Source: an optimization exercise on an open RTL-to-GDS flow (aim: small area, a short achievable clock period and few clock cycles per item). Production flows keep margins and buffers that such runs may drop.
At most, simulation tests tie the RTL to the original design; equivalence was not proved.
For runs 1 and 2, only the layout was checked, not whether the RTL still works.
No activity file was given, so power comes from the tool's default toggle rates.

==> design.v <==
package ast_pkg;
  localparam logic [3:0] C_IDLE    = 4'd0;
  localparam logic [3:0] C_SECT    = 4'd1;
  localparam logic [3:0] C_REG     = 4'd2;
  localparam logic [3:0] C_LABEL   = 4'd3;
  localparam logic [3:0] C_WORD    = 4'd4;
  localparam logic [3:0] C_NUM     = 4'd5;
  localparam logic [3:0] C_EQW     = 4'd6;
  localparam logic [3:0] C_DASHW   = 4'd7;
  localparam logic [3:0] C_COMMENT = 4'd8;
  localparam logic [4:0] R_CODE   = 5'd0;
  localparam logic [4:0] R_DATA   = 5'd1;
  localparam logic [4:0] R_REG    = 5'd2;
  localparam logic [4:0] R_LABEL  = 5'd3;
  localparam logic [4:0] R_EQ     = 5'd4;
  localparam logic [4:0] R_QMARK  = 5'd5;
  localparam logic [4:0] R_VAR    = 5'd6;
  localparam logic [4:0] R_NAME   = 5'd16;
  localparam logic [4:0] R_INT    = 5'd17;
  localparam logic [4:0] R_END    = 5'd18;    
  localparam logic [1:0] F_NONE    = 2'd0;
  localparam logic [1:0] F_SECTION = 2'd1;
  localparam logic [1:0] F_EQUALS  = 2'd2;
  localparam logic [1:0] F_DASH    = 2'd3;
  localparam logic [4:0] X_OTHER  = 5'b00000;
  localparam logic [4:0] X_NL     = 5'b00100;
  localparam logic [4:0] X_SP     = 5'b00101;
  localparam logic [4:0] X_QM     = 5'b00110;
  localparam logic [4:0] X_US     = 5'b00111;    
  localparam logic [4:0] X_EQ     = 5'b01000;
  localparam logic [4:0] X_HASH   = 5'b01001;
  localparam logic [4:0] X_COLON  = 5'b01010;
  localparam logic [4:0] X_DOLLAR = 5'b01011;
  localparam logic [4:0] X_DIGIT  = 5'b01100;
  localparam logic [4:0] X_DASH   = 5'b01101;
  localparam logic [4:0] X_DOT    = 5'b01110;
  localparam logic [4:0] X_LETTER = 5'b01111;    
  localparam logic [4:0] X_E      = 5'b10000;
  localparam logic [4:0] X_X      = 5'b10001;
  localparam logic [4:0] X_I      = 5'b10010;
  localparam logic [4:0] X_T      = 5'b10011;
  localparam logic [4:0] X_A      = 5'b10100;
  localparam logic [4:0] X_D      = 5'b10101;
  localparam logic [4:0] X_S      = 5'b10110;
  localparam logic [4:0] X_U      = 5'b10111;
  localparam logic [4:0] X_B      = 5'b11000;
  localparam logic [4:0] X_M      = 5'b11001;
  localparam logic [4:0] X_O      = 5'b11010;
  localparam logic [4:0] X_V      = 5'b11011;
  localparam logic [4:0] X_N      = 5'b11100;
  localparam logic [4:0] X_F      = 5'b11101;
  localparam logic [4:0] X_L      = 5'b11110;
  localparam logic [4:0] X_C      = 5'b11111;
  function automatic logic [4:0] char_code(input logic [7:0] c);
    case (c)
      8'h0a: char_code = X_NL;
      8'h20: char_code = X_SP;
      "?":   char_code = X_QM;
      "_":   char_code = X_US;
      "=":   char_code = X_EQ;
      "#":   char_code = X_HASH;
      ":":   char_code = X_COLON;
      "$":   char_code = X_DOLLAR;
      "-":   char_code = X_DASH;
      ".":   char_code = X_DOT;
      "e":   char_code = X_E;
      "x":   char_code = X_X;
      "i":   char_code = X_I;
      "t":   char_code = X_T;
      "a":   char_code = X_A;
      "d":   char_code = X_D;
      "s":   char_code = X_S;
      "u":   char_code = X_U;
      "b":   char_code = X_B;
      "m":   char_code = X_M;
      "o":   char_code = X_O;
      "v":   char_code = X_V;
      "n":   char_code = X_N;
      "f":   char_code = X_F;
      "l":   char_code = X_L;
      "c":   char_code = X_C;
      default: begin
        if ((c >= "0") && (c <= "9")) char_code = X_DIGIT;
        else if (((c >= "a") && (c <= "z")) || ((c >= "A") && (c <= "Z"))) char_code = X_LETTER;
        else char_code = X_OTHER;
      end
    endcase
  endfunction
  function automatic logic is_alpha(input logic [4:0] x);
    is_alpha = x[4] || (x == X_LETTER);
  endfunction
  localparam logic [4:0] W_NAME = R_NAME;
  localparam logic [4:0] W_VAR  = R_VAR;
  localparam logic [4:0] W_EXIT = 5'd7;
  localparam logic [4:0] W_ADD  = 5'd8;
  localparam logic [4:0] W_SUB  = 5'd9;
  localparam logic [4:0] W_MOV  = 5'd10;
  localparam logic [4:0] W_ENUM = 5'd11;
  localparam logic [4:0] W_IF   = 5'd12;
  localparam logic [4:0] W_IN   = 5'd13;
  localparam logic [4:0] W_ELSE = 5'd14;
  localparam logic [4:0] W_END  = 5'd15;
  localparam logic [4:0] W_E    = 5'd0;
  localparam logic [4:0] W_EX   = 5'd1;
  localparam logic [4:0] W_EXI  = 5'd2;
  localparam logic [4:0] W_A    = 5'd3;
  localparam logic [4:0] W_AD   = 5'd4;
  localparam logic [4:0] W_S    = 5'd5;
  localparam logic [4:0] W_SU   = 5'd17;
  localparam logic [4:0] W_M    = 5'd18;
  localparam logic [4:0] W_MO   = 5'd19;
  localparam logic [4:0] W_EN   = 5'd20;
  localparam logic [4:0] W_ENU  = 5'd21;
  localparam logic [4:0] W_I    = 5'd22;
  localparam logic [4:0] W_EL   = 5'd23;
  localparam logic [4:0] W_ELS  = 5'd24;
  localparam logic [4:0] S_CODE = R_CODE;
  localparam logic [4:0] S_DATA = R_DATA;
  localparam logic [4:0] S_BAD  = 5'd2;
  localparam logic [4:0] S_H    = 5'd3;    
  localparam logic [4:0] S_C    = 5'd4;
  localparam logic [4:0] S_CO   = 5'd5;
  localparam logic [4:0] S_COD  = 5'd6;
  localparam logic [4:0] S_D    = 5'd7;
  localparam logic [4:0] S_DA   = 5'd8;
  localparam logic [4:0] S_DAT  = 5'd9;
  function automatic logic [4:0] word_first(input logic [4:0] c);
    case (c)
      X_DOT:   word_first = W_VAR;
      X_E:     word_first = W_E;
      X_A:     word_first = W_A;
      X_S:     word_first = W_S;
      X_M:     word_first = W_M;
      X_I:     word_first = W_I;
      default: word_first = W_NAME;
    endcase
  endfunction
  function automatic logic [4:0] word_next(input logic [4:0] n, input logic [4:0] c);
    word_next = W_NAME;
    case (n)
      W_VAR:  word_next = W_VAR;
      W_E:    if (c == X_X) word_next = W_EX; else if (c == X_N) word_next = W_EN;
              else if (c == X_L) word_next = W_EL;
      W_EX:   if (c == X_I) word_next = W_EXI;
      W_EXI:  if (c == X_T) word_next = W_EXIT;
      W_A:    if (c == X_D) word_next = W_AD;
      W_AD:   if (c == X_D) word_next = W_ADD;
      W_S:    if (c == X_U) word_next = W_SU;
      W_SU:   if (c == X_B) word_next = W_SUB;
      W_M:    if (c == X_O) word_next = W_MO;
      W_MO:   if (c == X_V) word_next = W_MOV;
      W_EN:   if (c == X_U) word_next = W_ENU; else if (c == X_D) word_next = W_END;
      W_ENU:  if (c == X_M) word_next = W_ENUM;
      W_I:    if (c == X_F) word_next = W_IF; else if (c == X_N) word_next = W_IN;
      W_EL:   if (c == X_S) word_next = W_ELS;
      W_ELS:  if (c == X_E) word_next = W_ELSE;
      default: word_next = W_NAME;
    endcase
  endfunction
  function automatic logic [4:0] sect_next(input logic [4:0] n, input logic [4:0] c);
    sect_next = S_BAD;
    case (n)
      S_H:   if (c == X_C) sect_next = S_C; else if (c == X_D) sect_next = S_D;
      S_C:   if (c == X_O) sect_next = S_CO;
      S_CO:  if (c == X_D) sect_next = S_COD;
      S_COD: if (c == X_E) sect_next = S_CODE;
      S_D:   if (c == X_A) sect_next = S_DA;
      S_DA:  if (c == X_T) sect_next = S_DAT;
      S_DAT: if (c == X_A) sect_next = S_DATA;
      default: sect_next = S_BAD;
    endcase
  endfunction
  function automatic logic [6:0] tok_code(input logic [3:0] m, input logic [4:0] n);
    case (m)
      C_SECT:  tok_code = ((n == S_CODE) || (n == S_DATA)) ? {n, F_NONE} : {R_END, F_SECTION};
      C_REG:   tok_code = {R_REG, F_NONE};
      C_LABEL: tok_code = {R_LABEL, F_NONE};
      C_WORD:  tok_code = ((n >= W_VAR) && (n <= W_NAME)) ? {n, F_NONE} : {R_NAME, F_NONE};
      C_NUM:   tok_code = {R_INT, F_NONE};
      C_EQW:   tok_code = {R_END, F_EQUALS};
      default: tok_code = {R_END, F_DASH};
    endcase
  endfunction
  function automatic logic [15:0] sat_inc16(input logic [15:0] v);
    sat_inc16 = (v == 16'hffff) ? v : v + 16'd1;
  endfunction
endpackage
module ast_in_buf (
  input  logic       clk_i,
  input  logic       rst_ni,
  input  logic       in_valid_i,
  output logic       in_ready_o,
  input  logic [8:0] in_data_i,
  output logic       hv_o,
  output logic [5:0] item_o,
  input  logic       cons_i
);
  logic [5:0] d0_q, d1_q, enc;
  logic       v0_q, v1_q;
  logic       take;
  assign enc = {ast_pkg::char_code(in_data_i[8:1]), in_data_i[0]};
  assign in_ready_o = !v1_q;
  assign take       = in_valid_i && !v1_q;
  assign hv_o       = v0_q;
  assign item_o     = d0_q;
  always_ff @(posedge clk_i or negedge rst_ni) begin
    if (!rst_ni) begin
      v0_q <= 1'b0;
      v1_q <= 1'b0;
    end else begin
      if (cons_i || !v0_q) v0_q <= v1_q || take;
      v1_q <= v1_q ? !cons_i : (take && v0_q && !cons_i);
    end
  end
  always_ff @(posedge clk_i) begin
    if (cons_i || !v0_q) d0_q <= v1_q ? d1_q : enc;
    if (!v1_q) d1_q <= enc;
  end
endmodule
module ast_lexer (
  input  logic        clk_i,
  input  logic        rst_ni,
  input  logic        hv_i,        
  input  logic [5:0]  item_i,      
  output logic        cons_o,      
  output logic        out_valid_o,
  input  logic        out_ready_i,
  output logic [71:0] out_data_o
);
  logic [3:0]  cls_q, cls_d;
  logic [4:0]  node_q, node_d;
  logic [1:0]  fault_q, fault_d;
  logic        halted_q, halted_d;
  logic        pend_q;
  logic        pl_q, pl_d;            
  logic [15:0] offset_q, offset_d, col_q, col_d;
  logic [15:0] line_q, line_d;
  logic        nlp_q, nlp_d;          
  logic        rsp_q, rsp_d;          
  logic [15:0] start_q, start_d, len_q, len_d, ocol_q, ocol_d;
  logic        final_q, final_d;
  logic [4:0]  c;
  logic        last, nl;
  logic        sp_nl, alpha, digit, wbody, nbody, tstart, qm, sigil;
  logic        is_tok, body_ok, cons, newres, tload, upd;
  logic [15:0] offset_inc, len_inc, line_true;
  logic [3:0]  ocls;
  logic [4:0]  onode, gnode;
  logic [6:0]  ccode;
  assign c    = item_i[5:1];
  assign last = item_i[0];
  assign nl   = (c == ast_pkg::X_NL);
  assign sp_nl  = (c == ast_pkg::X_SP) || nl;
  assign alpha  = ast_pkg::is_alpha(c);
  assign digit  = (c == ast_pkg::X_DIGIT);
  assign wbody  = alpha || (c == ast_pkg::X_US) || (c == ast_pkg::X_DOT);
  assign nbody  = digit || (c == ast_pkg::X_DOT);
  assign qm     = (c == ast_pkg::X_QM);
  assign sigil  = (c == ast_pkg::X_DOLLAR) || (c == ast_pkg::X_COLON);
  assign tstart = c[4] || (c[4:3] == 2'b01);
  assign is_tok = (cls_q == ast_pkg::C_SECT) || (cls_q == ast_pkg::C_REG) ||
                  (cls_q == ast_pkg::C_LABEL) || (cls_q == ast_pkg::C_WORD) ||
                  (cls_q == ast_pkg::C_NUM);
  always_comb begin
    case (cls_q)
      ast_pkg::C_SECT, ast_pkg::C_REG, ast_pkg::C_LABEL: body_ok = !sp_nl;
      ast_pkg::C_WORD: body_ok = wbody;
      ast_pkg::C_NUM:  body_ok = nbody;
      default:         body_ok = 1'b0;
    endcase
  end
  assign offset_inc = offset_q + 16'd1;
  assign len_inc    = ((&len_q[15:1]) && (len_q[0] ||
                       (cls_q == ast_pkg::C_REG) || (cls_q == ast_pkg::C_LABEL))) ?
                      len_q : len_q + 16'd1;
  assign line_true  = rsp_q ? 16'd1 : (nlp_q ? ast_pkg::sat_inc16(line_q) : line_q);
  always_comb begin
    onode = ast_pkg::word_first(c);
    if (c == ast_pkg::X_HASH) begin
      ocls  = ast_pkg::C_SECT;
      onode = ast_pkg::S_H;
    end else if (c == ast_pkg::X_DOLLAR) ocls = ast_pkg::C_REG;
    else if (c == ast_pkg::X_COLON) ocls = ast_pkg::C_LABEL;
    else if (c == ast_pkg::X_EQ) ocls = ast_pkg::C_EQW;
    else if (c == ast_pkg::X_DASH) ocls = ast_pkg::C_DASHW;
    else if (digit) ocls = ast_pkg::C_NUM;
    else ocls = ast_pkg::C_WORD;
  end
  assign gnode = (cls_q == ast_pkg::C_SECT) ? ast_pkg::sect_next(node_q, c)
                                            : ast_pkg::word_next(node_q, c);
  assign ccode = ast_pkg::tok_code(cls_q, node_q);
  always_comb begin
    cls_d    = cls_q;
    node_d   = node_q;
    fault_d  = fault_q;
    halted_d = halted_q;
    pl_d     = 1'b0;
    offset_d = offset_q;
    col_d    = col_q;
    line_d   = line_q;
    nlp_d    = nlp_q;
    rsp_d    = rsp_q;
    start_d  = start_q;
    len_d    = len_q;
    ocol_d   = ocol_q;
    final_d  = final_q;
    cons     = 1'b0;
    newres   = 1'b0;
    tload    = 1'b0;
    if (pl_q) begin
      newres   = 1'b1;
      node_d   = ccode[6:2];
      fault_d  = ccode[1:0];
      final_d  = 1'b1;
      halted_d = (ccode[1:0] != ast_pkg::F_NONE);
      cls_d    = ast_pkg::C_IDLE;
    end else if (hv_i) begin
      if (halted_q) begin
        cons = 1'b1;
      end else if (is_tok) begin
        if (body_ok) begin
          cons   = 1'b1;
          len_d  = len_inc;
          node_d = gnode;
          pl_d   = last;
        end else begin
          newres   = 1'b1;
          node_d   = ccode[6:2];
          fault_d  = ccode[1:0];
          halted_d = (ccode[1:0] != ast_pkg::F_NONE);
          cls_d    = ast_pkg::C_IDLE;
          cons     = halted_d || !(tstart || qm);
          final_d  = last && cons;
        end
      end else if (cls_q == ast_pkg::C_EQW) begin
        cons    = 1'b1;
        newres  = 1'b1;
        cls_d   = ast_pkg::C_IDLE;
        final_d = last;
        node_d  = (c == ast_pkg::X_EQ) ? ast_pkg::R_EQ : ast_pkg::R_END;
        if (c == ast_pkg::X_EQ) begin
          fault_d = ast_pkg::F_NONE;
          len_d   = 16'd2;
        end else begin
          fault_d  = ast_pkg::F_EQUALS;
          halted_d = 1'b1;
        end
      end else if ((cls_q == ast_pkg::C_DASHW) && (c != ast_pkg::X_DASH)) begin
        cons     = 1'b1;
        newres   = 1'b1;
        cls_d    = ast_pkg::C_IDLE;
        final_d  = last;
        node_d   = ast_pkg::R_END;
        fault_d  = ast_pkg::F_DASH;
        halted_d = 1'b1;
      end else begin
        cons = 1'b1;
        if (cls_q == ast_pkg::C_DASHW) begin
          cls_d = ast_pkg::C_COMMENT;
        end else if (cls_q == ast_pkg::C_COMMENT) begin
          if (nl) cls_d = ast_pkg::C_IDLE;
        end else if (tstart) begin
          tload   = 1'b1;
          cls_d   = ocls;
          node_d  = onode;
          start_d = sigil ? offset_inc : offset_q;
          len_d   = sigil ? 16'd0 : 16'd1;
          ocol_d  = col_q;
          pl_d    = last;
        end else if (qm) begin
          tload   = 1'b1;
          newres  = 1'b1;
          node_d  = ast_pkg::R_QMARK;
          fault_d = ast_pkg::F_NONE;
          start_d = offset_q;
          len_d   = 16'd1;
          ocol_d  = col_q;
          final_d = last;
        end
        if (last && !newres && !pl_d) begin
          tload   = 1'b1;
          newres  = 1'b1;
          node_d  = ast_pkg::R_END;
          fault_d = ast_pkg::F_NONE;
          start_d = offset_q;
          len_d   = 16'd0;
          ocol_d  = col_q;
          final_d = 1'b1;
        end
      end
      if (cons && !halted_q) begin
        offset_d = offset_inc;
        col_d    = nl ? 16'd1 : ast_pkg::sat_inc16(col_q);
        line_d = line_true;
        nlp_d  = nl;
        rsp_d  = 1'b0;
        if (last) begin
          if (!pl_d) cls_d = ast_pkg::C_IDLE;
          offset_d = '0;
          col_d    = 16'd1;
          rsp_d    = 1'b1;
        end
      end
    end
  end
  assign upd    = pl_q || (hv_i && (!pend_q || halted_q || out_ready_i));
  assign cons_o = upd && cons;
  always_ff @(posedge clk_i or negedge rst_ni) begin
    if (!rst_ni) begin
      cls_q    <= ast_pkg::C_IDLE;
      halted_q <= 1'b0;
      pend_q   <= 1'b0;
      pl_q     <= 1'b0;
      offset_q <= '0;
      col_q    <= 16'd1;
      nlp_q    <= 1'b0;
      rsp_q    <= 1'b1;
    end else begin
      pend_q <= (upd && newres) || (pend_q && !out_ready_i);
      if (upd) begin
        cls_q    <= cls_d;
        halted_q <= halted_d;
        pl_q     <= pl_d;
        offset_q <= offset_d;
        col_q    <= col_d;
        nlp_q    <= nlp_d;
        rsp_q    <= rsp_d;
      end
    end
  end
  always_ff @(posedge clk_i) begin
    if (upd) begin
      node_q  <= node_d;
      fault_q <= fault_d;
      line_q  <= line_d;
      start_q <= start_d;
      len_q   <= len_d;
      ocol_q  <= ocol_d;
      final_q <= final_d;
    end
  end
  assign out_valid_o = pend_q;
  assign out_data_o  = {node_q, fault_q, start_q, len_q, line_q, ocol_q, final_q};
endmodule
module assembly_source_tokenizer_top (
  input  logic               clk_i,
  input  logic               rst_ni,
  input  logic               in_valid_i,
  output logic               in_ready_o,
  input  logic [8:0]         in_data_i,    
  output logic               out_valid_o,
  input  logic               out_ready_i,
  output logic [71:0]        out_data_o    
);
  logic       hv, cons;
  logic [5:0] item;
  ast_in_buf u_buf (
    .clk_i      (clk_i),
    .rst_ni     (rst_ni),
    .in_valid_i (in_valid_i),
    .in_ready_o (in_ready_o),
    .in_data_i  (in_data_i),
    .hv_o       (hv),
    .item_o     (item),
    .cons_i     (cons)
  );
  ast_lexer u_lexer (
    .clk_i       (clk_i),
    .rst_ni      (rst_ni),
    .hv_i        (hv),
    .item_i      (item),
    .cons_o      (cons),
    .out_valid_o (out_valid_o),
    .out_ready_i (out_ready_i),
    .out_data_o  (out_data_o)
  );
endmodule
==> flow/run.sh <==
#!/bin/bash
# ORFS layout as the standard flow, with single-strength port buffers.
set -euo pipefail
W=$(pwd)
export BUFFER_PORTS_ARGS="-buffer_cell sky130_fd_sc_hd__buf_1"
make -C "$FLOW_HOME" DESIGN_CONFIG="$FLOW_CONFIG" WORK_HOME="$W/orfs" CLKGATE_MAP_FILE= \
  SYNTH_SCRIPT="$W/synth_recipe.tcl" CAP_MARGIN=20 CORE_MARGIN=2 CORE_UTILIZATION=25 \
  PLACE_DENSITY=0.5 SLEW_MARGIN=20 SETUP_SLACK_MARGIN=5 finish > "$W/make.log" 2>&1
: # left out here: write the final layout as DEF
==> standard.sh <==
#!/bin/bash
# synth_recipe.tcl (not shown) runs the flow's synth.tcl, then flattens the netlist and writes it again
# the make line also repeats each setting of config.mk as NAME=value (left out here)
make -C /OpenROAD-flow-scripts/flow DESIGN_CONFIG=/design/flow/config.mk WORK_HOME=/design/flow/orfs CLKGATE_MAP_FILE= SYNTH_SCRIPT=/design/flow/synth_recipe.tcl "${@:-finish}"
==> config.mk <==
export PLATFORM = sky130hd
export DESIGN_NAME = assembly_source_tokenizer_top
export DESIGN_NICKNAME = assembly_source_tokenizer_top
export VERILOG_FILES = /design/flow/design.v
export SDC_FILE = /design/flow/constraint.sdc
export NUM_CORES = 4
export LEC_CHECK = 0
export CAP_MARGIN = 20
export CORE_MARGIN = 2
export CORE_UTILIZATION = 25
export CTS_BUF_LIST = sky130_fd_sc_hd__clkbuf_8
export PLACE_DENSITY = 0.5
export SETUP_SLACK_MARGIN = 5
export SLEW_MARGIN = 20
==> constraint.sdc <==
create_clock -name core_clock -period 8.0 [get_ports {clk_i}]
set_input_delay 1.6000 -clock core_clock [delete_from_list [all_inputs] [get_ports {clk_i}]]
set_output_delay 1.6000 -clock core_clock [all_outputs]
set_load 0.01 [all_outputs]
==> results of run 1 <==
-- routing by layer --
layer	part of all wire (%)	up-vias	track usage, %	wire, µm
li1	-	3736	-	-
met1	46	3754	19.3	11400
met2	46	291	22.3	11400
met3	5.7	39	2.56	1400
met4	1.9	2	4.76	473
met5	0.053	-	0	13
-- power groups by stage --
stage               clock [µW]  combinational [µW]  sequential [µW]
detailed placement           0                 193              763
global placement             0                 193              765
CTS                        566                 229              734
global route               593                 291              725
finish                     549                 268              723
floorplan                    0                 168              727
-- worst max-delay path, stage by stage --
cell                      delay [ns]
sky130_fd_sc_hd__buf_12         0.10
sky130_fd_sc_hd__or4_4          0.52
sky130_fd_sc_hd__or3_1          0.32
sky130_fd_sc_hd__and3_1         0.19
sky130_fd_sc_hd__o21ai_2        0.19
sky130_fd_sc_hd__o31ai_2        0.09
sky130_fd_sc_hd__o32a_1         0.36
-- flip-flops by register name, indices dropped and copies added (netlist names), 4 cells and up --
register          cells
u_buf.d0_q            6
u_buf.d1_q            6
u_lexer.cls_q         4
u_lexer.col_q        16
u_lexer.len_q        16
u_lexer.line_q       16
u_lexer.node_q        5
u_lexer.ocol_q       16
u_lexer.offset_q     16
u_lexer.start_q      16
-- stage by stage --
| step | worst slack, ns | area, µm² |
|---|---|---|
| floorplan | 4.56 | 8380 |
| global placement | 3.83 | 9010 |
| detailed placement | 3.80 | 9030 |
| CTS | 4.87 | 9640 |
| global route | 4.79 | 9890 |
| finish | 4.83 | 9890 |
-- area by class of cell --
| class | instances | area [µm²] | area share, % |
|---|---|---|---|
| Timing Repair Buffer | 139 | 840 | 8.49 |
| Inverter | 20 | 75.1 | 0.759 |
| Clock inverter | 14 | 134 | 1.35 |
| Multi-Input combinational cell | 727 | 4500 | 45.5 |
| Clock buffer | 18 | 248 | 2.50 |
| Sequential cell | 127 | 3540 | 35.8 |
| Tap cell | 442 | 553 | 5.59 |
-- cell usage in the layout, fill, tap and decap left out, types with 6 or more instances in the layout --
cell type and instances:
sky130_fd_sc_hd__o211ai_1 8, sky130_fd_sc_hd__or4_1 13, sky130_fd_sc_hd__nand3_1 66, sky130_fd_sc_hd__o22ai_1 7, sky130_fd_sc_hd__edfxtp_1 78, sky130_fd_sc_hd__a22oi_1 6
sky130_fd_sc_hd__nand2b_1 12, sky130_fd_sc_hd__xor2_1 35, sky130_fd_sc_hd__and4_1 6, sky130_fd_sc_hd__clkbuf_8 18, sky130_fd_sc_hd__nand2_1 89, sky130_fd_sc_hd__nor3_1 28
sky130_fd_sc_hd__a31oi_1 19, sky130_fd_sc_hd__or3_1 18, sky130_fd_sc_hd__a21oi_1 49, sky130_fd_sc_hd__o21ai_0 51, sky130_fd_sc_hd__and3_1 17, sky130_fd_sc_hd__dfrtp_1 39
sky130_fd_sc_hd__nand4_1 23, sky130_fd_sc_hd__xnor2_1 11, sky130_fd_sc_hd__nor2b_1 19, sky130_fd_sc_hd__dfxtp_1 6, sky130_fd_sc_hd__buf_4 48, sky130_fd_sc_hd__o32ai_1 7
sky130_fd_sc_hd__nor2_1 93, sky130_fd_sc_hd__nor4_1 6, sky130_fd_sc_hd__buf_1 78, sky130_fd_sc_hd__inv_1 18, sky130_fd_sc_hd__o31ai_1 16
-- final timing paths --
| check | cells past startpoint | slack (ns) | to | start |
|---|---|---|---|---|
| worst max-delay path | 7 | 4.83 | u_buf.d0_q[2] | in_data_i[2] |
| worst min-delay path | 2 | 0.48 | u_buf.d1_q[5] | u_buf.d1_q[5] |
| worst max register to register | 8 | 5.18 | u_lexer.len_q[1] | u_buf.d0_q[5] |
| worst min register to register | 2 | 0.48 | u_buf.d1_q[5] | u_buf.d1_q[5] |
| max in group asynchronous | 2 | 6.31 | u_lexer.cls_q[0] | rst_ni |
| min in group asynchronous | 2 | 1.22 | u_lexer.offset_q[13] | rst_ni |
-- what timing repair did --
action / 4_1_cts / 5_1_grt
gates cloned: 2 / 1
hold buffers: 0 / 0
gates resized for setup: 25 / 8
endpoints found under the setup margin: 81 / 41
pin swaps: 4 / 2
buffers inserted: 16 / 26
-- cell families (layout without fill, tap and decap cells) --
| group | Yosys count | after routing |
|---|---|---|
| and+or+nand+nor | 437 | 437 |
| AOI/OAI and AO/OA | 234 | 234 |
| DFF | 127 | 127 |
| buffers and inverters | 86 | 191 |
| xor gates and xnor gates | 46 | 46 |
| muxes | 6 | 6 |
| adders and majority gates | 4 | 4 |
==> run summary, run 1 <==
# TYPE chip_impl_metric gauge
chip_impl_info{name="yosysMostFrequentCell",value="sky130_fd_sc_hd__nor2_1"} 1
chip_impl_metric{name="multiplexer_area_fraction_after_synthesis",unit="%"} 0.803
chip_impl_metric{name="wirelength",unit="mm"} 24.7
chip_impl_metric{name="dieArea",unit="mm²"} 0.0345
chip_impl_metric{name="fp.coreArea",unit="mm²"} 0.0325
chip_impl_metric{name="yosysUniqueCellTypes",unit=""} 88
chip_impl_metric{name="wl_per_cell",unit="µm"} 16.6
chip_impl_metric{name="fin_setup_tns",unit="ns"} 0
chip_impl_metric{name="irDropWorstVdd",unit="mV"} 0.0801
chip_impl_info{name="crit_path_start_kind",value="primary input"} 1
chip_impl_metric{name="layout.filler_cells",unit=""} 3477
chip_impl_metric{name="cell_internal_pwr",unit="µW"} 1070
chip_impl_metric{name="timing.critical_path.arrival",unit="ns"} 3.38
chip_impl_info{name="crit_path_end_kind",value="flop"} 1
chip_impl_metric{name="grt.overflow.total",unit=""} 0
chip_impl_metric{name="synth_nets",unit=""} 957
chip_impl_info{name="min-delay-path-class",value="flop to flop"} 1
chip_impl_metric{name="yosysSeqAreaShare",unit="%"} 42.9
chip_impl_metric{name="grt_antenna_before_repair",unit=""} 1
chip_impl_metric{name="drv_cap",unit=""} 0
chip_impl_info{name="rsz0062_at_grt",value="yes"} 1
chip_impl_metric{name="layout.core_utilization",unit="%"} 30.4
chip_impl_metric{name="drtAntennaViolNets",unit=""} 0
chip_impl_metric{name="stdcell_count",unit=""} 1487
chip_impl_metric{name="final_hold_viol_count",unit=""} 0
chip_impl_metric{name="finalClockSkew",unit="ns"} 0.0188
chip_impl_info{name="synthDominantAreaCellType",value="sky130_fd_sc_hd__edfxtp_1"} 1
chip_impl_info{name="clockRootBuffer",value="sky130_fd_sc_hd__clkbuf_8"} 1
chip_impl_info{name="type_of_the_setup_path_with_the_least_slack",value="primary input to flop"} 1
chip_impl_metric{name="asyncSetResetFlopFracSynth",unit="%"} 33.9
chip_impl_metric{name="die-width",unit="µm"} 186
chip_impl_metric{name="timing.final.max_slew_violations",unit=""} 0
chip_impl_metric{name="dp.cells",unit=""} 1410
chip_impl_metric{name="number_of_global_route_vias_before_repair",unit=""} 7163
chip_impl_metric{name="detail_route.first_pass.iterations",unit=""} 5
chip_impl_metric{name="placementRows",unit=""} 66
chip_impl_metric{name="power.switching",unit="µW"} 472
chip_impl_metric{name="synth_area",unit="mm²"} 0.00826
chip_impl_info{name="synthTopCellsByCount",value="sky130_fd_sc_hd__nor2_1, sky130_fd_sc_hd__nand2_1, sky130_fd_sc_hd__edfxtp_1"} 1
chip_impl_metric{name="pwr-share-clk",unit="%"} 35.6
chip_impl_metric{name="cts-root-to-sink-buffers",unit=""} 2
chip_impl_metric{name="grt_pass1_wl",unit="mm"} 39.0
chip_impl_metric{name="cts.htree.levels",unit=""} 4
chip_impl_metric{name="drc",unit=""} 0
chip_impl_metric{name="cts_made_buffers",unit=""} 17
chip_impl_metric{name="count_of_flip_flops_with_a_built_in_enable_after_synthesis",unit=""} 78
chip_impl_metric{name="die_y",unit="µm"} 186
chip_impl_metric{name="initial_core_utilization",unit="%"} 25.4
chip_impl_metric{name="yosys.area_share.adder",unit="%"} 0.606
chip_impl_metric{name="ys_warn_count",unit=""} 2
chip_impl_metric{name="share_of_synthesized_cell_area_in_and_or_nand_and_nor_gates",unit="%"} 27.6
chip_impl_info{name="dominantRegCellSynth",value="sky130_fd_sc_hd__edfxtp_1"} 1
chip_impl_metric{name="boundaryPins",unit=""} 87
chip_impl_metric{name="layout_min_cycle_time",unit="ns"} 3.17
chip_impl_info{name="largest_family_of_logic_cells_by_synthesized_area",value="simple AND/OR/NAND/NOR gates"} 1
chip_impl_metric{name="report.final.setup_viol",unit=""} 0
chip_impl_metric{name="num-nets-final",unit=""} 1049
chip_impl_metric{name="post_route_cells_drive_above_1_share",unit="%"} 13.0
chip_impl_metric{name="worst_skew_pair.late_latency",unit="ns"} 0.46
chip_impl_metric{name="grt_usage",unit="%"} 14.1
chip_impl_metric{name="worst-endpoint-required",unit="ns"} 8.21
chip_impl_metric{name="timing.critical_path.fanout_max",unit=""} 3
chip_impl_metric{name="via_total_after_detailed_routing",unit=""} 7822
chip_impl_metric{name="ys_ff_latch",unit=""} 127
chip_impl_metric{name="syn-mean-instance-area",unit="µm²"} 8.79
chip_impl_metric{name="switching_share",unit="%"} 30.6
chip_impl_info{name="tritoncts",value="yes"} 1
chip_impl_metric{name="worst_hold_slack",unit="ns"} 0.475
chip_impl_metric{name="overall_power",unit="µW"} 1540
chip_impl_metric{name="post_synth_xor_area_fraction",unit="%"} 4.88
chip_impl_metric{name="via_per_inst",unit=""} 5.26
chip_impl_metric{name="grt_max_degree",unit=""} 44
chip_impl_metric{name="dp_hpwl",unit="mm"} 16.0
chip_impl_info{name="top_cells_by_area_in_the_synthesized_netlist",value="sky130_fd_sc_hd__edfxtp_1, sky130_fd_sc_hd__dfrtp_1, sky130_fd_sc_hd__nor2_1"} 1
chip_impl_metric{name="power_density",unit="mW/mm²"} 156
chip_impl_metric{name="final.period_utilization",unit="%"} 39.6
chip_impl_metric{name="synth_compound_area_share",unit="%"} 19.0
chip_impl_metric{name="diodes",unit=""} 0
chip_impl_metric{name="postSynthCellCount",unit=""} 940
chip_impl_metric{name="syn_to_final_growth",unit="%"} 19.8
chip_impl_metric{name="leakagePower",unit="µW"} 0.00340
chip_impl_info{name="result_of_the_run",value="timing/DRC/antenna clean"} 1
chip_impl_metric{name="portBuffers",unit=""} 86
chip_impl_metric{name="tightest_pin_transition",unit="ns"} 0.749
chip_impl_metric{name="synth.top_cell.area_share",unit="%"} 28.4
chip_impl_metric{name="replace_congestion",unit=""} 0.886
chip_impl_metric{name="seq_power_share",unit="%"} 47.0
chip_impl_metric{name="fmax",unit="MHz"} 315
chip_impl_metric{name="timing.slew.headroom",unit="%"} 50.0
chip_impl_metric{name="clk_pin_slew",unit="ns"} 0.09
chip_impl_metric{name="cts_sinks",unit=""} 127
chip_impl_metric{name="share_comb_of_total_power",unit="%"} 17.4
chip_impl_metric{name="drt_first_iter_violations",unit=""} 705
==> run 2, diff against run 1 <==
--- a/design.v
+++ b/design.v
@@ -243,7 +243,8 @@
   logic        last, nl;
   logic        sp_nl, alpha, digit, wbody, nbody, tstart, qm, sigil;
   logic        is_tok, body_ok, cons, newres, tload, upd;
-  logic [15:0] offset_inc, len_inc, line_true;
+  logic [15:0] offset_cur, col_cur, len_inc, line_true;
+  logic        sig_first;
   logic [3:0]  ocls;
   logic [4:0]  onode, gnode;
   logic [6:0]  ccode;
@@ -269,7 +270,9 @@
       default:         body_ok = 1'b0;
     endcase
   end
-  assign offset_inc = offset_q + 16'd1;
+  assign offset_cur = rsp_q ? 16'd0 : offset_q;
+  assign col_cur    = rsp_q ? 16'd1 : col_q;
+  assign sig_first  = ((cls_q == ast_pkg::C_REG) || (cls_q == ast_pkg::C_LABEL)) && (len_q == '0);
   assign len_inc    = ((&len_q[15:1]) && (len_q[0] ||
                        (cls_q == ast_pkg::C_REG) || (cls_q == ast_pkg::C_LABEL))) ?
                       len_q : len_q + 16'd1;
@@ -307,6 +310,7 @@
     cons     = 1'b0;
     newres   = 1'b0;
     tload    = 1'b0;
+    if (sig_first) start_d = offset_q;
     if (pl_q) begin
       newres   = 1'b1;
       node_d   = ccode[6:2];
@@ -363,18 +367,18 @@
           tload   = 1'b1;
           cls_d   = ocls;
           node_d  = onode;
-          start_d = sigil ? offset_inc : offset_q;
+          start_d = offset_cur;
           len_d   = sigil ? 16'd0 : 16'd1;
-          ocol_d  = col_q;
+          ocol_d  = col_cur;
           pl_d    = last;
         end else if (qm) begin
           tload   = 1'b1;
           newres  = 1'b1;
           node_d  = ast_pkg::R_QMARK;
           fault_d = ast_pkg::F_NONE;
-          start_d = offset_q;
+          start_d = offset_cur;
           len_d   = 16'd1;
-          ocol_d  = col_q;
+          ocol_d  = col_cur;
           final_d = last;
         end
         if (last && !newres && !pl_d) begin
@@ -382,24 +386,19 @@
           newres  = 1'b1;
           node_d  = ast_pkg::R_END;
           fault_d = ast_pkg::F_NONE;
-          start_d = offset_q;
+          start_d = offset_cur;
           len_d   = 16'd0;
-          ocol_d  = col_q;
+          ocol_d  = col_cur;
           final_d = 1'b1;
         end
       end
       if (cons && !halted_q) begin
-        offset_d = offset_inc;
-        col_d    = nl ? 16'd1 : ast_pkg::sat_inc16(col_q);
+        offset_d = offset_cur + 16'd1;
+        col_d    = nl ? 16'd1 : ast_pkg::sat_inc16(col_cur);
         line_d = line_true;
         nlp_d  = nl;
-        rsp_d  = 1'b0;
-        if (last) begin
-          if (!pl_d) cls_d = ast_pkg::C_IDLE;
-          offset_d = '0;
-          col_d    = 16'd1;
-          rsp_d    = 1'b1;
-        end
+        rsp_d  = last;
+        if (last && !pl_d) cls_d = ast_pkg::C_IDLE;
       end
     end
   end
@@ -411,8 +410,6 @@
       halted_q <= 1'b0;
       pend_q   <= 1'b0;
       pl_q     <= 1'b0;
-      offset_q <= '0;
-      col_q    <= 16'd1;
       nlp_q    <= 1'b0;
       rsp_q    <= 1'b1;
     end else begin
@@ -421,8 +418,6 @@
         cls_q    <= cls_d;
         halted_q <= halted_d;
         pl_q     <= pl_d;
-        offset_q <= offset_d;
-        col_q    <= col_d;
         nlp_q    <= nlp_d;
         rsp_q    <= rsp_d;
       end
@@ -430,6 +425,8 @@
   end
   always_ff @(posedge clk_i) begin
     if (upd) begin
+      offset_q <= offset_d;
+      col_q   <= col_d;
       node_q  <= node_d;
       fault_q <= fault_d;
       line_q  <= line_d;
==> run summary, run 2 <==
# TYPE chip_impl_metric gauge
chip_impl_info{name="result_of_the_run",value="timing/DRC/antenna clean"} 1
chip_impl_metric{name="multiplexer_area_fraction_after_synthesis",unit="%"} 0.897
chip_impl_info{name="crit_path_end_kind",value="primary output"} 1
chip_impl_metric{name="synth.top_cell.area_share",unit="%"} 39.5
chip_impl_metric{name="fin_setup_tns",unit="ns"} 0
chip_impl_metric{name="met2_wirelength",unit="mm"} 11.0
chip_impl_metric{name="layout_min_cycle_time",unit="ns"} 2.91
chip_impl_metric{name="worst-endpoint-required",unit="ns"} 6.40
chip_impl_info{name="r2r_end",value="u_buf.d0_q[5]"} 1
chip_impl_metric{name="final_hold_viol_count",unit=""} 0
chip_impl_metric{name="grt_pass1_wl",unit="mm"} 38.8
chip_impl_metric{name="worstPathBufferInverterCount",unit=""} 2
chip_impl_info{name="rsz0062_at_grt",value="yes"} 1
chip_impl_metric{name="via_per_inst",unit=""} 5.14
chip_impl_metric{name="tightest_pin_transition",unit="ns"} 0.802
chip_impl_metric{name="boundaryPins",unit=""} 87
chip_impl_metric{name="fmax",unit="MHz"} 344
chip_impl_metric{name="diodes",unit=""} 0
chip_impl_metric{name="leakagePower",unit="µW"} 0.00326
chip_impl_metric{name="timing.critical_path.arrival",unit="ns"} 1.31
chip_impl_metric{name="fp.coreArea",unit="mm²"} 0.0333
chip_impl_metric{name="syn_to_final_growth",unit="%"} 17.7
chip_impl_metric{name="wirelength_met1",unit="mm"} 11.3
chip_impl_metric{name="placementRows",unit=""} 67
chip_impl_metric{name="ys_warn_count",unit=""} 2
chip_impl_metric{name="share_of_synthesized_cell_area_in_and_or_nand_and_nor_gates",unit="%"} 27.2
chip_impl_metric{name="report.final.setup_viol",unit=""} 0
chip_impl_metric{name="irDropWorstVdd",unit="mV"} 0.144
chip_impl_metric{name="timing.slew.headroom",unit="%"} 46.6
chip_impl_metric{name="clk_pin_slew",unit="ns"} 0.08
chip_impl_metric{name="power.switching",unit="µW"} 1270
chip_impl_info{name="top_layer_used",value="met5"} 1
chip_impl_info{name="type_of_the_setup_path_with_the_least_slack",value="flop to primary output"} 1
chip_impl_metric{name="synth_nets",unit=""} 918
chip_impl_metric{name="share_comb_of_total_power",unit="%"} 41.5
chip_impl_info{name="tritoncts",value="yes"} 1
chip_impl_metric{name="setup.reg_to_reg.worst_slack",unit="ns"} 5.13
chip_impl_info{name="mostFrequentLayoutCell",value="sky130_fd_sc_hd__edfxtp_1"} 1
chip_impl_metric{name="cts-root-to-sink-buffers",unit=""} 2
chip_impl_metric{name="grt.overflow.total",unit=""} 0
chip_impl_info{name="synthDominantAreaCellType",value="sky130_fd_sc_hd__edfxtp_1"} 1
chip_impl_metric{name="hold-path-cell-count",unit=""} 2
chip_impl_metric{name="cts_sinks",unit=""} 127
chip_impl_metric{name="finalClockSkew",unit="ns"} 0.0189
chip_impl_info{name="layout.cells.most_common_list",value="sky130_fd_sc_hd__edfxtp_1, sky130_fd_sc_hd__nor2_1, sky130_fd_sc_hd__buf_1"} 1
chip_impl_metric{name="post_route_cells_drive_above_1_share",unit="%"} 12.9
chip_impl_metric{name="timing.final.max_slew_violations",unit=""} 0
chip_impl_info{name="hold_path.startpoint",value="u_buf.d1_q[4]"} 1
chip_impl_info{name="crit_path_start_kind",value="flop"} 1
chip_impl_metric{name="synth_area",unit="mm²"} 0.00837
chip_impl_info{name="dominantRegCellSynth",value="sky130_fd_sc_hd__edfxtp_1"} 1
chip_impl_info{name="cp_top_family",value="buffers and inverters"} 1
chip_impl_metric{name="wl_met3",unit="mm"} 1.40
chip_impl_metric{name="wl_per_cell",unit="µm"} 16.9
chip_impl_metric{name="pwr-share-clk",unit="%"} 20.9
chip_impl_metric{name="replace_congestion",unit=""} 0.864
chip_impl_metric{name="yosysSeqAreaShare",unit="%"} 44.2
chip_impl_metric{name="drv_cap",unit=""} 0
chip_impl_info{name="timing.critical_path.slowest_stage_cell",value="sky130_fd_sc_hd__edfxtp_1"} 1
chip_impl_metric{name="cts.htree.levels",unit=""} 4
chip_impl_metric{name="post_synth_xor_area_fraction",unit="%"} 6.38
chip_impl_metric{name="yosys.area_share.adder",unit="%"} 0.867
chip_impl_metric{name="drc",unit=""} 0
chip_impl_metric{name="drt_first_iter_violations",unit=""} 626
chip_impl_metric{name="cts_made_buffers",unit=""} 17
chip_impl_metric{name="seq_power_share",unit="%"} 37.6
chip_impl_metric{name="die_y",unit="µm"} 187
chip_impl_metric{name="critical_path.max_stage_delay",unit="ns"} 0.33
chip_impl_metric{name="ys_ff_latch",unit=""} 127
chip_impl_info{name="worstHoldEndpoint",value="u_buf.d1_q[4]"} 1
chip_impl_metric{name="asyncSetResetFlopFracSynth",unit="%"} 8.66
chip_impl_metric{name="timing.critical_path.fanout_max",unit=""} 33
chip_impl_metric{name="initial_core_utilization",unit="%"} 25.1
chip_impl_metric{name="die-width",unit="µm"} 187
chip_impl_info{name="timing.critical_path.cells",value="buf_4 -> buf_1"} 1
chip_impl_metric{name="power_density",unit="mW/mm²"} 303
chip_impl_info{name="min-delay-path-class",value="flop to flop"} 1
chip_impl_metric{name="detail_route.first_pass.iterations",unit=""} 5
chip_impl_metric{name="drtAntennaViolNets",unit=""} 0
chip_impl_info{name="yosysMostFrequentCell",value="sky130_fd_sc_hd__edfxtp_1"} 1
chip_impl_metric{name="layout.core_utilization",unit="%"} 29.6
chip_impl_info{name="clockRootBuffer",value="sky130_fd_sc_hd__clkbuf_8"} 1
chip_impl_metric{name="yosysUniqueCellTypes",unit=""} 90
chip_impl_metric{name="syn-mean-instance-area",unit="µm²"} 9.30
chip_impl_metric{name="dp_hpwl",unit="mm"} 16.1
chip_impl_info{name="largest_family_of_logic_cells_by_synthesized_area",value="simple AND/OR/NAND/NOR gates"} 1
chip_impl_metric{name="final.period_utilization",unit="%"} 36.3
chip_impl_metric{name="cell_internal_pwr",unit="µW"} 1710
chip_impl_metric{name="switching_share",unit="%"} 42.6
chip_impl_metric{name="via_total_after_detailed_routing",unit=""} 7345
chip_impl_metric{name="count_of_flip_flops_with_a_built_in_enable_after_synthesis",unit=""} 110
chip_impl_metric{name="worst_skew_pair.late_latency",unit="ns"} 0.46
chip_impl_metric{name="num-nets-final",unit=""} 987
chip_impl_info{name="top_cells_by_area_in_the_synthesized_netlist",value="sky130_fd_sc_hd__edfxtp_1, sky130_fd_sc_hd__nor2_1, sky130_fd_sc_hd__xor2_1"} 1
chip_impl_metric{name="portBuffers",unit=""} 86
chip_impl_metric{name="rr_worst_depth",unit=""} 5
chip_impl_metric{name="dieArea",unit="mm²"} 0.0350
chip_impl_metric{name="postSynthCellCount",unit=""} 900
chip_impl_metric{name="grt_antenna_before_repair",unit=""} 2
chip_impl_info{name="synthTopCellsByCount",value="sky130_fd_sc_hd__edfxtp_1, sky130_fd_sc_hd__nor2_1, sky130_fd_sc_hd__nand2_1"} 1
chip_impl_info{name="r2r-start",value="u_lexer.cls_q[3]"} 1
chip_impl_metric{name="grt_usage",unit="%"} 13.8
chip_impl_metric{name="number_of_global_route_vias_before_repair",unit=""} 6951
chip_impl_metric{name="wirelength",unit="mm"} 24.1
chip_impl_metric{name="grt_max_degree",unit=""} 40
chip_impl_metric{name="synth_compound_area_share",unit="%"} 16.0
## run 2: how the worst max path moves through the flow
stage,cells past startpoint,start,slack [ns],endpoint
2_1_floorplan,7,in_data_i[8],5.00,u_buf.d0_q[2]
3_3_place_gp,7,in_data_i[1],4.22,u_buf.d0_q[2]
3_5_place_dp,7,in_data_i[1],4.16,u_buf.d0_q[2]
4_1_cts,4,out_ready_i,5.00,u_lexer.start_q[9]
5_1_grt,5,u_lexer.cls_q[3],4.96,u_buf.d0_q[5]
6_report,2,u_lexer.node_q[1],5.09,out_data_o[68]
## run 2: area by class of cell
| cell class | instances | area, µm² |
|---|---|---|
| repair inverters | 1 | 7.51 |
| flip-flops and latches | 127 | 3700 |
| clock buffers | 17 | 234 |
| inverters | 22 | 87.6 |
| well taps | 448 | 561 |
| clock inverters | 15 | 199 |
| fillers | 3553 | 23400 |
| repair buffers | 117 | 616 |
| multi-input cells | 683 | 4440 |
## run 2: cell families after synthesis
family          Yosys count
mux                       7
compound gates          183
buf+inv                  90
xor+xnor                 61
simple gates            426
fa+ha+maj                 6
flops                   127
## run 2: routing by layer
metal  GRT usage (%)  vias up
met5               0        -
met4            4.24        4
met3            3.15       37
met2            21.1      235
met1            19.2     3569
li1                -     3500
## run 2: power by group through the flow
stage / Sequential [µW] / Clock, µW / Combinational (µW)
5_1_grt: 1150 / 673 / 1360
4_1_cts: 1130 / 647 / 1190
6_report: 1120 / 624 / 1240
3_5_place_dp: 1150 / 0 / 1130
3_3_place_gp: 1150 / 0 / 1130
2_1_floorplan: 1070 / 0 / 881
## run 2: repair_timing
action                                 4_1_cts  5_1_grt
pin swaps                                    1        2
hold buffers                                 0        0
gates resized for setup                     27       16
buffers inserted                             9       16
endpoints found under the hold margin        0        0
setup endpoints to repair                  144      131
cloned                                       1        0
## run 2: worst register-to-register path, delay by kind of cell (launching register included)
| kind | cells | cell delay, ns |
|---|---|---|
| and+or+nand+nor | 3 | 1.09 |
| AOI/OAI and AO/OA | 2 | 0.85 |
| DFF | 1 | 0.62 |
## run 2: through the flow
step	std cells	hold slack, ns	setup WS [ns]	area [µm²]	power, µW
after global routing	1430	0.501	4.96	9850	3170
after CTS	1414	0.465	5.00	9680	2970
final	1430	0.460	5.09	9850	2980
after detailed placement	1372	0.448	4.16	9070	2290
after floorplan	900	0.422	5.00	8500	1950
after global placement	1372	0.448	4.22	9070	2290
==> run 3, diff against run 2 <==
--- a/design.v
+++ b/design.v
@@ -52,38 +52,43 @@
   localparam logic [4:0] X_L      = 5'b11110;
   localparam logic [4:0] X_C      = 5'b11111;
   function automatic logic [4:0] char_code(input logic [7:0] c);
-    case (c)
-      8'h0a: char_code = X_NL;
-      8'h20: char_code = X_SP;
-      "?":   char_code = X_QM;
-      "_":   char_code = X_US;
-      "=":   char_code = X_EQ;
-      "#":   char_code = X_HASH;
-      ":":   char_code = X_COLON;
-      "$":   char_code = X_DOLLAR;
-      "-":   char_code = X_DASH;
-      ".":   char_code = X_DOT;
-      "e":   char_code = X_E;
-      "x":   char_code = X_X;
-      "i":   char_code = X_I;
-      "t":   char_code = X_T;
-      "a":   char_code = X_A;
-      "d":   char_code = X_D;
-      "s":   char_code = X_S;
-      "u":   char_code = X_U;
-      "b":   char_code = X_B;
-      "m":   char_code = X_M;
-      "o":   char_code = X_O;
-      "v":   char_code = X_V;
-      "n":   char_code = X_N;
-      "f":   char_code = X_F;
-      "l":   char_code = X_L;
-      "c":   char_code = X_C;
-      default: begin
-        if ((c >= "0") && (c <= "9")) char_code = X_DIGIT;
-        else if (((c >= "a") && (c <= "z")) || ((c >= "A") && (c <= "Z"))) char_code = X_LETTER;
-        else char_code = X_OTHER;
-      end
+    logic lower, upper, digit, l16, other_letter;
+    logic [4:0] v;
+    v     = c[4:0];
+    lower = (c[7:5] == 3'b011) && (v != 5'd0) && (v <= 5'd26);
+    upper = (c[7:5] == 3'b010) && (v != 5'd0) && (v <= 5'd26);
+    digit = (c[7:4] == 4'b0011) && (c[3:0] <= 4'd9);
+    l16   = (v == 5'd1) || (v == 5'd2) || (v == 5'd3) || (v == 5'd4) || (v == 5'd5) ||
+            (v == 5'd6) || (v == 5'd9) || (v == 5'd12) || (v == 5'd13) || (v == 5'd14) ||
+            (v == 5'd15) || (v == 5'd19) || (v == 5'd20) || (v == 5'd21) || (v == 5'd22) ||
+            (v == 5'd24);
+    other_letter = upper || (lower && !l16);
+    char_code = ({5{c == 8'h0a}} & X_NL) | ({5{c == 8'h20}} & X_SP) |
+                ({5{c == "?"}} & X_QM) | ({5{c == "_"}} & X_US) |
+                ({5{c == "="}} & X_EQ) | ({5{c == "#"}} & X_HASH) |
+                ({5{c == ":"}} & X_COLON) | ({5{c == "$"}} & X_DOLLAR) |
+                ({5{c == "-"}} & X_DASH) | ({5{c == "."}} & X_DOT) |
+                ({5{digit}} & X_DIGIT) | ({5{other_letter}} & X_LETTER) |
+                ({5{lower && l16}} & {1'b1, letter_low(v)});
+  endfunction
+  function automatic logic [3:0] letter_low(input logic [4:0] v);
+    case (v)
+      5'd5:    letter_low = X_E[3:0];
+      5'd24:   letter_low = X_X[3:0];
+      5'd9:    letter_low = X_I[3:0];
+      5'd20:   letter_low = X_T[3:0];
+      5'd1:    letter_low = X_A[3:0];
+      5'd4:    letter_low = X_D[3:0];
+      5'd19:   letter_low = X_S[3:0];
+      5'd21:   letter_low = X_U[3:0];
+      5'd2:    letter_low = X_B[3:0];
+      5'd13:   letter_low = X_M[3:0];
+      5'd15:   letter_low = X_O[3:0];
+      5'd22:   letter_low = X_V[3:0];
+      5'd14:   letter_low = X_N[3:0];
+      5'd6:    letter_low = X_F[3:0];
+      5'd12:   letter_low = X_L[3:0];
+      default: letter_low = X_C[3:0];
     endcase
   endfunction
   function automatic logic is_alpha(input logic [4:0] x);
==> flow/run.sh (replaced) <==
#!/bin/bash
# ORFS layout as the standard flow (same synthesis script and settings), with
# single-strength port buffers and the timing-repair target read from margin.txt.
set -euo pipefail
W=$(pwd)
M=$(cat "$W/flow/margin.txt")
export BUFFER_PORTS_ARGS="-buffer_cell sky130_fd_sc_hd__buf_1"
make -C "$FLOW_HOME" DESIGN_CONFIG="$FLOW_CONFIG" WORK_HOME="$W/orfs" CLKGATE_MAP_FILE= \
  SYNTH_SCRIPT="$W/synth_recipe.tcl" CAP_MARGIN=20 CORE_MARGIN=2 CORE_UTILIZATION=25 \
  PLACE_DENSITY=0.5 SLEW_MARGIN=20 SETUP_SLACK_MARGIN="$M" finish > "$W/make.log" 2>&1
: # left out here: write the final layout as DEF
==> flow/margin.txt (new file) <==
5.4
==> run summary, run 3 <==
# TYPE chip_impl_metric gauge
chip_impl_info{name="result_of_the_run",value="timing/DRC/antenna clean"} 1
chip_impl_metric{name="via_total_after_detailed_routing",unit=""} 7516
chip_impl_metric{name="fp.coreArea",unit="mm²"} 0.0326
chip_impl_metric{name="timing.final.max_slew_violations",unit=""} 0
chip_impl_metric{name="timing.slew.headroom",unit="%"} 44.3
chip_impl_info{name="dominantRegCellSynth",value="sky130_fd_sc_hd__edfxtp_1"} 1
chip_impl_metric{name="synth.top_cell.area_share",unit="%"} 39.7
chip_impl_metric{name="drv_cap",unit=""} 0
chip_impl_metric{name="detail_route.first_pass.iterations",unit=""} 6
chip_impl_metric{name="cell_internal_pwr",unit="µW"} 2850
chip_impl_metric{name="final.period_utilization",unit="%"} 34.7
chip_impl_metric{name="syn-mean-instance-area",unit="µm²"} 9.49
chip_impl_metric{name="finalClockSkew",unit="ns"} 0.00948
chip_impl_metric{name="die_y",unit="µm"} 186
chip_impl_metric{name="dp.cells",unit=""} 1355
chip_impl_info{name="r2r-start",value="u_lexer.node_q[1]"} 1
chip_impl_metric{name="grt.overflow.total",unit=""} 0
chip_impl_info{name="type_of_the_setup_path_with_the_least_slack",value="primary input to flop"} 1
chip_impl_metric{name="drt_first_iter_violations",unit=""} 443
chip_impl_metric{name="layout_min_cycle_time",unit="ns"} 2.78
chip_impl_metric{name="fin_setup_tns",unit="ns"} 0
chip_impl_metric{name="power.switching",unit="µW"} 2170
chip_impl_metric{name="pwr-share-clk",unit="%"} 10.9
chip_impl_metric{name="synth_nets",unit=""} 903
chip_impl_metric{name="overall_power",unit="µW"} 5020
chip_impl_metric{name="placementRows",unit=""} 66
chip_impl_info{name="worst_setup_path_endpoint",value="u_buf.d0_q[3]"} 1
chip_impl_metric{name="replace_congestion",unit=""} 0.878
chip_impl_info{name="timing.critical_path.from",value="in_data_i[1]"} 1
chip_impl_metric{name="diodes",unit=""} 0
chip_impl_metric{name="timing.critical_path.arrival",unit="ns"} 3.09
chip_impl_metric{name="yosysSeqAreaShare",unit="%"} 44.5
chip_impl_metric{name="count_of_flip_flops_with_a_built_in_enable_after_synthesis",unit=""} 110
chip_impl_metric{name="initial_core_utilization",unit="%"} 25.5
chip_impl_metric{name="portBuffers",unit=""} 86
chip_impl_metric{name="cts_sinks",unit=""} 127
chip_impl_metric{name="tightest_pin_transition",unit="ns"} 0.835
chip_impl_info{name="crit_path_start_kind",value="primary input"} 1
chip_impl_metric{name="area.sequential",unit="mm²"} 0.00371
chip_impl_metric{name="dp_hpwl",unit="mm"} 15.9
chip_impl_metric{name="leakagePower",unit="µW"} 0.00412
chip_impl_metric{name="timing.critical_path.fanout_max",unit=""} 6
chip_impl_metric{name="switching_share",unit="%"} 43.2
chip_impl_metric{name="final_hold_viol_count",unit=""} 0
chip_impl_metric{name="report.final.setup_viol",unit=""} 0
chip_impl_metric{name="rr_worst_depth",unit=""} 9
chip_impl_metric{name="clk_pin_slew",unit="ns"} 0.08
chip_impl_info{name="clockRootBuffer",value="sky130_fd_sc_hd__clkbuf_8"} 1
chip_impl_info{name="synthTopCellsByCount",value="sky130_fd_sc_hd__edfxtp_1, sky130_fd_sc_hd__nor2_1, sky130_fd_sc_hd__nand2_1"} 1
chip_impl_metric{name="die-width",unit="µm"} 186
chip_impl_metric{name="synth_area",unit="mm²"} 0.00831
chip_impl_info{name="rsz0062_at_grt",value="yes"} 1
chip_impl_metric{name="layout.filler_cells",unit=""} 3364
chip_impl_info{name="synthDominantAreaCellType",value="sky130_fd_sc_hd__edfxtp_1"} 1
chip_impl_metric{name="setup.reg_to_reg.worst_slack",unit="ns"} 5.48
chip_impl_info{name="min-delay-path-class",value="flop to flop"} 1
chip_impl_metric{name="ys_ff_latch",unit=""} 127
chip_impl_metric{name="multi_input_area",unit="mm²"} 0.00466
chip_impl_metric{name="cts_made_buffers",unit=""} 17
chip_impl_metric{name="drtAntennaViolNets",unit=""} 0
chip_impl_metric{name="drc",unit=""} 0
chip_impl_metric{name="worst-endpoint-required",unit="ns"} 8.31
chip_impl_info{name="mostFrequentLayoutCell",value="sky130_fd_sc_hd__buf_4"} 1
chip_impl_metric{name="wl_per_cell",unit="µm"} 16.4
chip_impl_metric{name="seq_power_share",unit="%"} 30.8
chip_impl_metric{name="yosysUniqueCellTypes",unit=""} 96
chip_impl_metric{name="dieArea",unit="mm²"} 0.0347
chip_impl_metric{name="post_route_cells_drive_above_1_share",unit="%"} 29.6
chip_impl_metric{name="via_per_inst",unit=""} 4.96
chip_impl_metric{name="worst_skew_pair.late_latency",unit="ns"} 0.44
chip_impl_metric{name="share_comb_of_total_power",unit="%"} 58.3
chip_impl_metric{name="irDropWorstVdd",unit="mV"} 0.148
chip_impl_info{name="yosysMostFrequentCell",value="sky130_fd_sc_hd__edfxtp_1"} 1
chip_impl_metric{name="asyncSetResetFlopFracSynth",unit="%"} 8.66
chip_impl_info{name="crit_path_end_kind",value="flop"} 1
chip_impl_metric{name="layout.core_utilization",unit="%"} 34.1
chip_impl_metric{name="grt_usage",unit="%"} 13.9
chip_impl_metric{name="grt_pass1_wl",unit="mm"} 39.4
chip_impl_info{name="tritoncts",value="yes"} 1
chip_impl_metric{name="stdcell_count",unit=""} 1516
chip_impl_metric{name="worst_hold_slack",unit="ns"} 0.481
chip_impl_metric{name="power_density",unit="mW/mm²"} 451
chip_impl_metric{name="num-nets-final",unit=""} 1088
chip_impl_metric{name="ys_warn_count",unit=""} 2
chip_impl_metric{name="fmax",unit="MHz"} 360
chip_impl_info{name="r2r_end",value="u_lexer.offset_q[7]"} 1
chip_impl_metric{name="syn_to_final_growth",unit="%"} 33.9
chip_impl_metric{name="cts-root-to-sink-buffers",unit=""} 2
chip_impl_metric{name="number_of_global_route_vias_before_repair",unit=""} 7189
chip_impl_info{name="layout.cells.most_common_list",value="sky130_fd_sc_hd__buf_4, sky130_fd_sc_hd__edfxtp_1, sky130_fd_sc_hd__nor2_1"} 1
chip_impl_metric{name="boundaryPins",unit=""} 87
chip_impl_metric{name="grt_antenna_before_repair",unit=""} 0
chip_impl_metric{name="grt_max_degree",unit=""} 58
chip_impl_info{name="top_cells_by_area_in_the_synthesized_netlist",value="sky130_fd_sc_hd__edfxtp_1, sky130_fd_sc_hd__nor2_1, sky130_fd_sc_hd__xor2_1"} 1
chip_impl_metric{name="wirelength",unit="mm"} 24.9
chip_impl_metric{name="cts.htree.levels",unit=""} 4
chip_impl_metric{name="postSynthCellCount",unit=""} 876
-- run 3: worst min path at each step --
stage	from	slack, ns	cells after the start	endpoint
2_1_floorplan	u_buf.d1_q[1]	0.44	1	u_buf.d1_q[1]
3_3_place_gp	u_buf.d1_q[0]	0.46	1	u_buf.d1_q[0]
3_5_place_dp	u_buf.d1_q[1]	0.46	1	u_buf.d1_q[1]
4_1_cts	u_buf.d1_q[3]	0.49	1	u_buf.d1_q[3]
5_1_grt	u_buf.d1_q[3]	0.50	1	u_buf.d1_q[3]
6_report	u_buf.d1_q[3]	0.48	1	u_buf.d1_q[3]
-- run 3: stage by stage --
| stage | worst slack [ns] | instance area (µm²) |
|---|---|---|
| CTS | 5.22 | 10700 |
| global placement | 4.41 | 9140 |
| detailed placement | 4.40 | 9140 |
| floorplan | 5.06 | 8510 |
| finish | 5.22 | 11100 |
| global route | 5.19 | 11100 |
-- run 3: kinds of logic after synthesis --
kind of cell	count (synthesis)	share of synthesized area, %
buf+inv	81	4.02
fa+ha+maj	16	2.35
compound gates	197	16.8
simple gates	396	26.0
xor+xnor	54	5.69
flops	127	44.5
mux	5	0.662
-- run 3: layer usage --
| layer | global-route usage, % | routed length, µm | part of all wire (%) |
|---|---|---|---|
| met2 | 23.4 | 12200 | 49 |
| met4 | 4.25 | 368 | 1.5 |
| met3 | 2.24 | 1100 | 4.4 |
| met1 | 18.4 | 11200 | 45 |
| met5 | 0 | 0 | 0 |
-- run 3: worst max-delay path, cell delays in order --
cell and delay, ns:
sky130_fd_sc_hd__buf_12 0.09, sky130_fd_sc_hd__clkinvlp_4 0.17, sky130_fd_sc_hd__ha_4 0.23, sky130_fd_sc_hd__buf_6 0.12
sky130_fd_sc_hd__a2111o_1 0.47, sky130_fd_sc_hd__a31oi_2 0.22, sky130_fd_sc_hd__o22a_1 0.18
-- run 3: repair_timing --
action / 4_1_cts / 5_1_grt
cloned: 4 / 1
hold buffers: 0 / 0
pin swaps: 21 / 22
endpoints found under the setup margin: 193 / 180
resized for setup: 78 / 78
setup buffers: 94 / 30
-- run 3: area by class of cell --
class                   instances  area share, %
repair inverters                1         0.0675
flip-flops and latches        127           33.3
repair buffers                219           15.3
clock inverters                15           1.30
clock buffers                  17           2.10
well taps                     442           4.97
multi-input cells             668           41.9
inverters                      27           1.03
-- run 3: power by group through the flow --
| stage | registers [µW] | clock network (µW) | logic (µW) |
|---|---|---|---|
| CTS | 1540 | 568 | 2750 |
| detailed placement | 1710 | 0 | 1990 |
| floorplan | 1580 | 0 | 1500 |
| global route | 1600 | 593 | 3180 |
| global placement | 1710 | 0 | 1990 |
| finish | 1550 | 545 | 2930 |
Testbench counts of run 3, summed over its fixed seeds: cycles 45,176, bytes 43,768.

==> re-timing with driven ports <==
The flow's constraints put no driver on any port. The routed layouts listed below were extracted and timed again, unchanged, in two steps. Step 1 assumes that a clkbuf_16 drives the clock port and a buf_2 every other input. Step 2, shift: input delay + t, output delay - t, t = (earliest + latest rising clock arrival at the registers) / 2. This alone moves slack from input paths to output paths. Slacks: no drivers / after step 1 / after step 2; pairs: no drivers / after step 1.
run	t, ns	slack for setup (ns)	worst hold slack (ns)	worst register clock-pin slew, ns	cell pins on the clock port's net
run 1	0.490	4.830 / 4.804 / 4.313	0.475 / 0.475 / 0.475	0.09 / 0.09	1
run 2	0.491	5.094 / 5.051 / 4.672	0.460 / 0.460 / 0.460	0.10 / 0.10	1
run 3	0.480	5.222 / 5.200 / 4.719	0.481 / 0.481 / 0.481	0.08 / 0.08	1
After both steps every run listed still meets setup and hold. The setup slack of run 1, which loses most, moves by -0.026 ns with the drivers and by -0.517 ns with both steps.
